Background: an optimization exercise with open tools, aiming at small area and a short achievable clock period. Do not read the settings as production practice. At most, simulation tests tie the RTL to the original design; equivalence was not proved. Power and IR drop assume default switching activity.

## viterbi_decoder
module viterbi_decoder (
   input  wire       clk,
   input  wire       rst,
   input  wire       enable_i,
   input  wire [1:0] symbol_i,
   output wire       d_out_o,
   output wire       d_valid_o
);
export LEC_CHECK = 0
export CAP_MARGIN = 20
export CORE_MARGIN = 2
export CORE_UTILIZATION = 40
export CTS_CLUSTER_DIAMETER = 100
export CTS_CLUSTER_SIZE = 24
export SETUP_SLACK_MARGIN = 3.3
export SLEW_MARGIN = 20
create_clock -name core_clock -period 5.0 [get_ports {clk}]
run.sh (not shown) runs the stock make flow with config.mk's settings and CLKGATE_MAP_FILE= SYNTH_SCRIPT=/design/flow/synth_recipe.tcl, a recipe that flattens the netlist after the stock synthesis.
Change:
Settings changed: CORE_UTILIZATION 40 to 65, CTS_CLUSTER_DIAMETER 100 to 60, CTS_CLUSTER_SIZE 24 to 40, PLACE_DENSITY set to 0.75, SETUP_SLACK_MARGIN 3.3 to 3.0.
Effect: Global-route usage is higher by 8.9 points. Cell count is lower by about 12%. Setup slack is worse by 0.063 ns. Die area is lower by 38%. Synthesized cell count stays the same. Critical path depth is lower by 2. Worst hold slack is worse by 0.0069 ns. Wire length is higher by 3.6%. Core utilization is higher by 27 points. Via count is higher by 2.7%. Area after synthesis stays the same.

* * *

== cedar ==
viterbi_decoder, a different RTL version from the one above (not shown whole).
Size in the first run: roughly 980 cells after synthesis, ~330 flip-flops, roughly 7 I/O pins, ~0.011 sq mm of cells after synthesis.
clock: 5.0 ns
lec_check: 0
cap_margin: 20
core_margin: 2
core_utilization: 40
cts_cluster_diameter: 100
cts_cluster_size: 24
setup_slack_margin: 3.1
slew_margin: 20
Changes in fjord relative to cedar:
Settings: changing SETUP_SLACK_MARGIN from 3.1 to 2.95; changing CTS_CLUSTER_DIAMETER from 100 to 80; changing CTS_CLUSTER_SIZE from 24 to 20.
--- outcome ---
For fjord, the cell with the biggest individual delay on the critical path was sky130_fd_sc_hd__o31ai_4, unlike cedar, where it was sky130_fd_sc_hd__dfrtp_1.
Going from cedar to fjord, the signed area change from the synthesized netlist to the final layout was found to have gone down by 3.4 points.
Any difference in hold slack between cedar and fjord is small enough to ignore.
| flip-flop and latch share of the layout cell area | higher: fjord |
The higher proportion of power drawn by combinational gates of fjord and cedar is in cedar.
Route | fjord vs cedar | wire shorter in fjord
There was hardly any difference in initial antenna violation count between fjord and cedar.
fjord does worse than cedar on final critical delay including setup and external delays.
fjord reports its classification of the worst setup path as flop to flop while cedar reports flop to output pin.
No functional check of the RTL was part of any run of this note.

* * *

v5:
RTL: one of the versions met above, not the one the previous note started from.
Size: roughly 940 cells after synthesis, ~7 I/O pins, roughly 11000 sq um of cells after synthesis.
## viterbi_decoder
module viterbi_decoder (
   input  wire       clk,
   input  wire       rst,
   input  wire       enable_i,
   input  wire [1:0] symbol_i,
   output wire       d_out_o,
   output wire       d_valid_o
);
export LEC_CHECK = 0
export CAP_MARGIN = 20
export CORE_MARGIN = 2
export CORE_UTILIZATION = 65
export CTS_CLUSTER_DIAMETER = 100
export CTS_CLUSTER_SIZE = 30
export PLACE_DENSITY = 0.75
export SETUP_SLACK_MARGIN = 2.9
export SLEW_MARGIN = 20
create_clock -name core_clock -period 5.0 [get_ports {clk}]
v5: PASS, flow complete, no timing, DRC or antenna violations
Input-level comparison between v53 and v5:
Settings: changing CTS_CLUSTER_SIZE from 30 to 24; removing PLACE_DENSITY (formerly 0.75); changing SETUP_SLACK_MARGIN from 2.9 to 3.0; changing CORE_UTILIZATION from 65 to 40.
==> run summary <==
- Delta (v53 minus v5): wire length lower; fraction of area in clock buffers and inverters saw an increase.
- Standby leakage power was lower in the run labelled v5.
- When the final numbers for v5 and v53 were put side by side, the combined global-route utilization of all metal layers turned out to be greater in v5.
- Sort v5 and v53 by final clock period utilization by the worst path, ascending, and v53 comes first.
- Of v5 and v53, the higher post-layout net count belongs to v5.
- The higher count of clock-buffer cells in the layout came out of v53.
- Side by side, final worst-path setup slack turned out higher in v53 than in v5.
- Final instance area delta (v53 − v5): unfavourable
Edits applied to the flow inputs when going from v53 to v57:
Settings: swapping 100 for 60 in CTS_CLUSTER_DIAMETER; swapping 40 for 50 in CORE_UTILIZATION; swapping 24 for 30 in CTS_CLUSTER_SIZE.
==> comparison <==
The lower total die area came out of v57. The via count of the first global-routing pass in v53 is 0.947 times that in v57. When v57 is measured against v53, its smallest hold slack turns out 0.0033 ns lower. Against v53, wire length on met1 in v57 fell by a few percent. Utilization up 12 points in v57 wrt v53. On fmax: v57 sits above v53. The setup slack of v57 is larger than that of v53. Re later-pin clock latency in the skew report: v57 is 0.02 ns up on v53. On total power of the final layout, v53 beats v57. Design area on v57 is up relative to v53. Run comparison: v57 class of the most critical setup path reg2out; v53 class of the most critical setup path reg2reg. v53 ended up with pm[7][0] as its capturing element of the worst setup path; v57 ended up with d_valid_o. Lower cell count after placement goes to v57 over v53.

## afterwards: timing with drivers on the ports
Ports are ideal in the flow. The routed layouts listed here were re-timed in OpenROAD. Step 1 sets driving cells, clkbuf_16 on the clock port and buf_2 on the other inputs (assumed; they add their load-dependent delay and slew). Step 2 also shifts input and output timing later by t, the mid clock arrival at the registers, as if the neighbouring blocks saw the same clock. Slacks: ideal ports / drivers / drivers and shift; pairs: ideal ports / drivers.
run | t (ns) | slack for setup (ns) | latest minus earliest clock arrival (ns) | worst slew at a driven data input, ns
the first run of note 1 | 0.532 | 2.975 / 2.935 / 2.975 | 0.015 / 0.015 | 0.03
the second run of note 1 | 0.544 | 2.912 / 2.912 / 2.912 | 0.028 / 0.028 | 0.03
cedar | 0.542 | 2.968 / 2.921 / 2.977 | 0.018 / 0.019 | 0.03
fjord | 0.555 | 2.952 / 2.911 / 2.952 | 0.015 / 0.015 | 0.03
v5 | 0.528 | 2.911 / 2.911 / 2.911 | 0.020 / 0.019 | 0.03
v53 | 0.548 | 2.935 / 2.935 / 2.935 | 0.019 / 0.019 | 0.03
v57 | 0.563 | 2.981 / 2.935 / 2.991 | 0.024 / 0.024 | 0.03
After both steps every run listed still meets setup and hold.
